Context: an optimization exercise on an open-source flow, tuned for small area, a short achievable clock period and few clock cycles. The choices shown serve that exercise and are no tape-out recipe. Only simulation tests tie the RTL to the original design; equivalence was not proved. No activity file was given, so power comes from the tool's default toggle rates.

==> exp/amber <==
Design sp_top, start of the top module:
module sp_top
(
	input  logic         clk,
	input  logic         rst_n,
	input  sp_pkg::series_beat_t in_beat,
	input  sp_pkg::sp_mode_t     in_mode,
	output sp_pkg::series_beat_t out_beat
);
==> module fast_add, before the edit <==
module fast_add #(parameter int W = 10)
(
	input  logic [W-1:0] a,
	input  logic [W-1:0] b,
	output logic [W:0]   s
);
	localparam int L = $clog2(W);
	logic [W-1:0] p;
	logic [W-1:0] g [0:L];
	logic [W-1:0] pp [0:L];
	assign p = a ^ b;
	assign g[0] = a & b;
	assign pp[0] = p;
	generate
		for (genvar l = 0; l < L; l++) begin : lvl
			for (genvar i = 0; i < W; i++) begin : bit_i
				if (((i >> l) & 1) == 1) begin : comb
					localparam int J = ((i >> l) << l) - 1;
					assign g[l+1][i] = g[l][i] | (pp[l][i] & g[l][J]);
					assign pp[l+1][i] = pp[l][i] & pp[l][J];
				end else begin : pass
					assign g[l+1][i] = g[l][i];
					assign pp[l+1][i] = pp[l][i];
				end
			end
		end
	endgenerate
	assign s[0] = p[0];
	generate
		for (genvar i = 1; i < W; i++) begin : sum_i
			assign s[i] = p[i] ^ g[L][i-1];
		end
	endgenerate
	assign s[W] = g[L][W-1];
endmodule
==> module sp_top, before the edit <==
module sp_top
(
	input  logic         clk,
	input  logic         rst_n,
	input  sp_pkg::series_beat_t in_beat,
	input  sp_pkg::sp_mode_t     in_mode,
	output sp_pkg::series_beat_t out_beat
);
	localparam logic [2:0] LAST = 3'(6 - 1);
	logic v1;
	logic [2:0] cnt1;
	logic [7:0] idx1;
	logic sgn1;
	logic [8:0] u1;
	logic [8:0] u_in;
	sp_pkg::sp_mode_t mode_r;
	always_ff @(posedge clk or negedge rst_n) begin
		if (!rst_n) begin
			v1 <= 1'b0;
			cnt1 <= '0;
		end else begin
			v1 <= in_beat.valid;
			if (in_beat.valid)
				cnt1 <= (cnt1 == LAST) ? '0 : cnt1 + 3'd1;
		end
	end
	assign u_in = in_beat.data + 9'd1;
	always_ff @(posedge clk) begin
		sgn1 <= u_in[8];
		idx1 <= u_in[7:0] ^ {8{u_in[8]}};
		if (in_beat.valid && cnt1 == '0)
			mode_r <= in_mode;
	end
	logic v2;
	logic idle;
	logic from_in;
	logic sort_nx;
	logic [8:0] u_nx;
	logic [8:0] w_nx;
	logic [8:0] u2;
	logic [9:0] q2;
	logic [8:0] inv1;
	assign idle = (cnt1 == '0) && !v1;
	assign from_in = idle || !mode_r.inv_en;
	assign sort_nx = idle ? in_mode.sort_en : mode_r.sort_en;
	logic [8:0] t1;
	assign u1 = {sgn1, idx1 ^ {8{sgn1}}};
	inv_table tab_inst (
		.i7(idx1[7]), .i6(idx1[6]), .i5(idx1[5]), .i4(idx1[4]),
		.i3(idx1[3]), .i2(idx1[2]), .i1(idx1[1]), .i0(idx1[0]),
		.t8(t1[8]), .t7(t1[7]), .t6(t1[6]), .t5(t1[5]), .t4(t1[4]),
		.t3(t1[3]), .t2(t1[2]), .t1(t1[1]), .t0(t1[0])
	);
	assign inv1 = t1 ^ {9{sgn1}};
	assign u_nx = from_in ? u_in : u1;
	assign w_nx = from_in ? u_in : inv1;
	always_ff @(posedge clk or negedge rst_n) begin
		if (!rst_n)
			v2 <= 1'b0;
		else if (idle)
			v2 <= in_beat.valid && !in_mode.inv_en;
		else
			v2 <= mode_r.inv_en ? v1 : in_beat.valid;
	end
	always_ff @(posedge clk) begin
		u2 <= u_nx;
		q2 <= sort_nx ? {1'b0, w_nx} : {w_nx, 1'b0};
	end
	logic [2:0] k3;
	logic dr;
	logic sort;
	logic sh;
	logic last_in;
	logic out_v;
	logic [8:0] out_d;
	logic [9:0] uw;
	logic [9:0] a [0:6-2];
	logic [8:0] s_head;
	logic head_gt;
	logic [10:0] t_a;
	logic [10:0] t_b;
	logic [10:0] t_sum;
	logic [8:0] r;
	assign sort = mode_r.sort_en;
	assign sh = dr || (sort && v2);
	assign last_in = sort && v2 && (k3 == LAST);
	assign uw = 10'(u2) + q2;
	series_sorter sort_inst (
		.clk      (clk),
		.shift    (sh),
		.drain    (dr),
		.count    (k3),
		.din      (q2[8:0]),
		.head_gt  (head_gt),
		.head     (s_head)
	);
	always_ff @(posedge clk) begin
		if (sh) begin
			a[0] <= uw;
			for (int i = 1; i < 6 - 2; i++)
				a[i] <= a[i-1];
		end
		if (sh)
			a[6-2] <= a[6-3];
		else if (!sort_nx)
			a[6-2] <= 10'(u_nx);
	end
	fast_add #(.W(10)) add_a (.a(a[6-2]), .b(10'(s_head)), .s(t_a));
	fast_add #(.W(10)) add_b (.a(a[6-2]), .b(q2), .s(t_b));
	assign t_sum = (sort && (dr || head_gt)) ? t_a : t_b;
	mod509_reduce red_inst (
		.t (t_sum),
		.r (r)
	);
	always_ff @(posedge clk or negedge rst_n) begin
		if (!rst_n) begin
			k3 <= '0;
			dr <= 1'b0;
			out_v <= 1'b0;
		end else begin
			out_v <= dr || (v2 && (!sort || k3 == LAST));
			if (dr) begin
				if (k3 == LAST) begin
					dr <= 1'b0;
					k3 <= '0;
				end else begin
					k3 <= k3 + 3'd1;
				end
			end else if (last_in) begin
				dr <= 1'b1;
				k3 <= 3'd1;
			end else if (sort && v2) begin
				k3 <= k3 + 3'd1;
			end
		end
	end
	always_ff @(posedge clk)
		out_d <= r;
	assign out_beat = {out_v, out_d};
endmodule
export LEC_CHECK = 0
export CAP_MARGIN = 20
export CORE_MARGIN = 2
export CORE_UTILIZATION = 40
export PLACE_DENSITY = 0.45
export SLEW_MARGIN = 20
export SYNTH_HIERARCHICAL = 1
create_clock -name core_clock -period 10.0 [get_ports {clk}]
standard.sh (not shown) runs the stock make flow with config.mk's settings and CLKGATE_MAP_FILE= SYNTH_SCRIPT=/design/flow/synth_recipe.tcl, a recipe that flattens the netlist after the stock synthesis.
==> flow/flow/run.sh <==
#!/bin/bash
# Layout: the standard flow (standard.sh) with two changes to how the
# layout is made; the SDC, so the clock period and I/O constraints, is
# the standard flow's own and unchanged.
#  1. Synthesis is the standard script except that the inverse table
#     (module inv_table) is mapped by ABC for area (flow/lut_area.script)
#     before the standard ABC call maps the rest. Registers are untouched.
#  2. ORFS's timing repair aims at slack beyond the design's period, so
#     that it sizes up the longest paths.
# Usage: bash flow/run.sh [make target]   (default finish)
set -euo pipefail
here=$(pwd)
target=${1:-finish}

# synthesis script: synth_recipe.tcl sourcing a copy of ORFS's synth.tcl
# with one extra ABC call for the table module
sed "/^ *log_cmd abc {\*}\$abc_args/i\\
  log_cmd abc -script $here/flow/lut_area.script {*}[lrange \$abc_args 2 end] inv_table" \
  "$FLOW_HOME/scripts/synth.tcl" > "$here/synth_lut.tcl"
grep -q "lut_area.script" "$here/synth_lut.tcl"
sed "s#\$::env(SCRIPTS_DIR)/synth.tcl#$here/synth_lut.tcl#" "$here/synth_recipe.tcl" > "$here/synth_recipe_lut.tcl"
grep -q "synth_lut.tcl" "$here/synth_recipe_lut.tcl"

# run the synth target with that script, then the standard flow on top
make_cmd=$(grep -m1 '^make -C' "$here/standard.sh" | sed -e "s#SYNTH_SCRIPT=[^ ]*#SYNTH_SCRIPT=$here/synth_recipe_lut.tcl#" -e 's#"\${@:-finish}"##')
eval "$make_cmd synth" > "$here/synth_lut.log" 2>&1

export SETUP_SLACK_MARGIN=6.7
bash "$here/standard.sh" "$target" > "$here/standard.log" 2>&1
==> flow/flow/lut_area.script <==
strash
&get -n
&dch -f
&nf -R 1000
&put
==> exp/xenon (differences from exp/amber) <==
--- a/flow/design.v
+++ b/flow/design.v
@@ -46,12 +46,13 @@
 		endcase
 	end
 endmodule
-module fast_add #(parameter int W = 10)
+module fast_add
 (
-	input  logic [W-1:0] a,
-	input  logic [W-1:0] b,
-	output logic [W:0]   s
+	input  logic [9:0]  a,
+	input  logic [9:0]  b,
+	output logic [10:0] s
 );
+	localparam int W = 10;
 	localparam int L = $clog2(W);
 	logic [W-1:0] p;
 	logic [W-1:0] g [0:L];
@@ -1167,8 +1168,8 @@
 		else if (!sort_nx)
 			a[6-2] <= 10'(u_nx);
 	end
-	fast_add #(.W(10)) add_a (.a(a[6-2]), .b(10'(s_head)), .s(t_a));
-	fast_add #(.W(10)) add_b (.a(a[6-2]), .b(q2), .s(t_b));
+	fast_add add_a (.a(a[6-2]), .b(10'(s_head)), .s(t_a));
+	fast_add add_b (.a(a[6-2]), .b(q2), .s(t_b));
 	assign t_sum = (sort && (dr || head_gt)) ? t_a : t_b;
 	mod509_reduce red_inst (
 		.t (t_sum),
==> flow/flow/run.sh (replaced) <==
#!/bin/bash
# Layout: the standard flow (standard.sh) with two changes to how the
# layout is made; the SDC, so the clock period and I/O constraints, is
# the standard flow's own and unchanged.
#  1. Synthesis is the standard script except that the inverse table and
#     the two output adders (modules inv_table, fast_add) are mapped by ABC
#     for area (flow/lut_area.script) before the standard ABC call maps the
#     rest. Registers are untouched.
#  2. ORFS's timing repair aims at slack beyond the design's period, so
#     that it sizes up the longest paths.
# Usage: bash flow/run.sh [make target]   (default finish)
set -euo pipefail
here=$(pwd)
target=${1:-finish}

# synthesis script: synth_recipe.tcl sourcing a copy of ORFS's synth.tcl
# with one extra ABC call for those modules
sed "/^ *log_cmd abc {\*}\$abc_args/i\\
  log_cmd abc -script $here/flow/lut_area.script {*}[lrange \$abc_args 2 end] inv_table fast_add" \
  "$FLOW_HOME/scripts/synth.tcl" > "$here/synth_lut.tcl"
grep -q "lut_area.script" "$here/synth_lut.tcl"
sed "s#\$::env(SCRIPTS_DIR)/synth.tcl#$here/synth_lut.tcl#" "$here/synth_recipe.tcl" > "$here/synth_recipe_lut.tcl"
grep -q "synth_lut.tcl" "$here/synth_recipe_lut.tcl"

# run the synth target with that script, then the standard flow on top
make_cmd=$(grep -m1 '^make -C' "$here/standard.sh" | sed -e "s#SYNTH_SCRIPT=[^ ]*#SYNTH_SCRIPT=$here/synth_recipe_lut.tcl#" -e 's#"\${@:-finish}"##')
eval "$make_cmd synth" > "$here/synth_lut.log" 2>&1

export SETUP_SLACK_MARGIN=6.8
bash "$here/standard.sh" "$target" > "$here/standard.log" 2>&1
==> exp/yarrow (differences from exp/amber) <==
--- a/flow/design.v
+++ b/flow/design.v
@@ -46,12 +46,13 @@
 		endcase
 	end
 endmodule
-module fast_add #(parameter int W = 10)
+module fast_add
 (
-	input  logic [W-1:0] a,
-	input  logic [W-1:0] b,
-	output logic [W:0]   s
+	input  logic [9:0]  a,
+	input  logic [9:0]  b,
+	output logic [10:0] s
 );
+	localparam int W = 10;
 	localparam int L = $clog2(W);
 	logic [W-1:0] p;
 	logic [W-1:0] g [0:L];
@@ -1167,8 +1168,8 @@
 		else if (!sort_nx)
 			a[6-2] <= 10'(u_nx);
 	end
-	fast_add #(.W(10)) add_a (.a(a[6-2]), .b(10'(s_head)), .s(t_a));
-	fast_add #(.W(10)) add_b (.a(a[6-2]), .b(q2), .s(t_b));
+	fast_add add_a (.a(a[6-2]), .b(10'(s_head)), .s(t_a));
+	fast_add add_b (.a(a[6-2]), .b(q2), .s(t_b));
 	assign t_sum = (sort && (dr || head_gt)) ? t_a : t_b;
 	mod509_reduce red_inst (
 		.t (t_sum),
--- a/flow/flow/run.sh
+++ b/flow/flow/run.sh
@@ -2,9 +2,10 @@
 # Layout: the standard flow (standard.sh) with two changes to how the
 # layout is made; the SDC, so the clock period and I/O constraints, is
 # the standard flow's own and unchanged.
-#  1. Synthesis is the standard script except that the inverse table
-#     (module inv_table) is mapped by ABC for area (flow/lut_area.script)
-#     before the standard ABC call maps the rest. Registers are untouched.
+#  1. Synthesis is the standard script except that the inverse table and
+#     the two output adders (modules inv_table, fast_add) are mapped by ABC
+#     for area (flow/lut_area.script) before the standard ABC call maps the
+#     rest. Registers are untouched.
 #  2. ORFS's timing repair aims at slack beyond the design's period, so
 #     that it sizes up the longest paths.
 # Usage: bash flow/run.sh [make target]   (default finish)
@@ -13,9 +14,9 @@
 target=${1:-finish}
 
 # synthesis script: synth_recipe.tcl sourcing a copy of ORFS's synth.tcl
-# with one extra ABC call for the table module
+# with one extra ABC call for those modules
 sed "/^ *log_cmd abc {\*}\$abc_args/i\\
-  log_cmd abc -script $here/flow/lut_area.script {*}[lrange \$abc_args 2 end] inv_table" \
+  log_cmd abc -script $here/flow/lut_area.script {*}[lrange \$abc_args 2 end] inv_table fast_add" \
   "$FLOW_HOME/scripts/synth.tcl" > "$here/synth_lut.tcl"
 grep -q "lut_area.script" "$here/synth_lut.tcl"
 sed "s#\$::env(SCRIPTS_DIR)/synth.tcl#$here/synth_lut.tcl#" "$here/synth_recipe.tcl" > "$here/synth_recipe_lut.tcl"
==> comparison <==
- Sequential power is about the same in exp/xenon and exp/amber.
- Between exp/xenon and exp/yarrow, the lower setup slack is in exp/yarrow (gap 0.0073 ns).
- Hold slack, highest first: exp/amber, exp/yarrow, exp/xenon.
- Core utilization, lowest first: exp/yarrow, exp/amber, exp/xenon.
==> figures <==
|  | exp/amber | exp/xenon | exp/yarrow |
|---|---|---|---|
| Run status | finished clean | finished clean | finished clean |
| Sequential cell power | 1130 uW | 1110 uW | 1120 uW |
| Combinational fraction of design power | 61.3% | 63.8% | 61.3% |
| Routed WL per cell | 24.5 um | 26.5 um | 25.4 um |
| Crit. Startpoint | q2[0] | idx1[0] | out_d[7] |
| Top cell type's share of synthesized area | 26.5% | 26.7% | 26.7% |
| Overall die area | 28800 um^2 | 28600 um^2 | 28600 um^2 |
| Final Util | 49.6% | 53.0% | 49.6% |
| Detailed-placement wirelength estimate | 27400 um | 27900 um | 28300 um |
| Final critical-path required period | 3.29 ns | 3.25 ns | 3.26 ns |
Testbench counts of exp/amber, summed over its fixed seeds: cycles 6,624.
Testbench counts of exp/xenon, summed over its fixed seeds: cycles 6,624.
Testbench counts of exp/yarrow, summed over its fixed seeds: cycles 6,624.

-- separate check: timing with driven ports --
Ports are ideal in the flow. The routed layouts listed here were re-timed in OpenROAD. Step 1, drivers: a clkbuf_16 drives clk and a buf_2 each remaining input, both assumed. Step 2 also shifts input and output timing later by t, the mid clock arrival at the registers, as if the neighbouring blocks saw the same clock. Three values: ideal ports, drivers, drivers and shift; two values: the first two.
run | t, ns | setup WS [ns] | slew at the worst register clock pin (ns)
exp/amber | 0.465 | 6.708 / 6.700 / 6.323 | 0.07 / 0.07
exp/xenon | 0.466 | 6.747 / 6.747 / 6.384 | 0.08 / 0.08
exp/yarrow | 0.470 | 6.740 / 6.692 / 6.364 | 0.08 / 0.08
After both steps setup and hold are still met in every run listed. For exp/amber, which loses most, drivers alone change the setup slack by -0.008 ns; drivers and shift together by -0.385 ns.
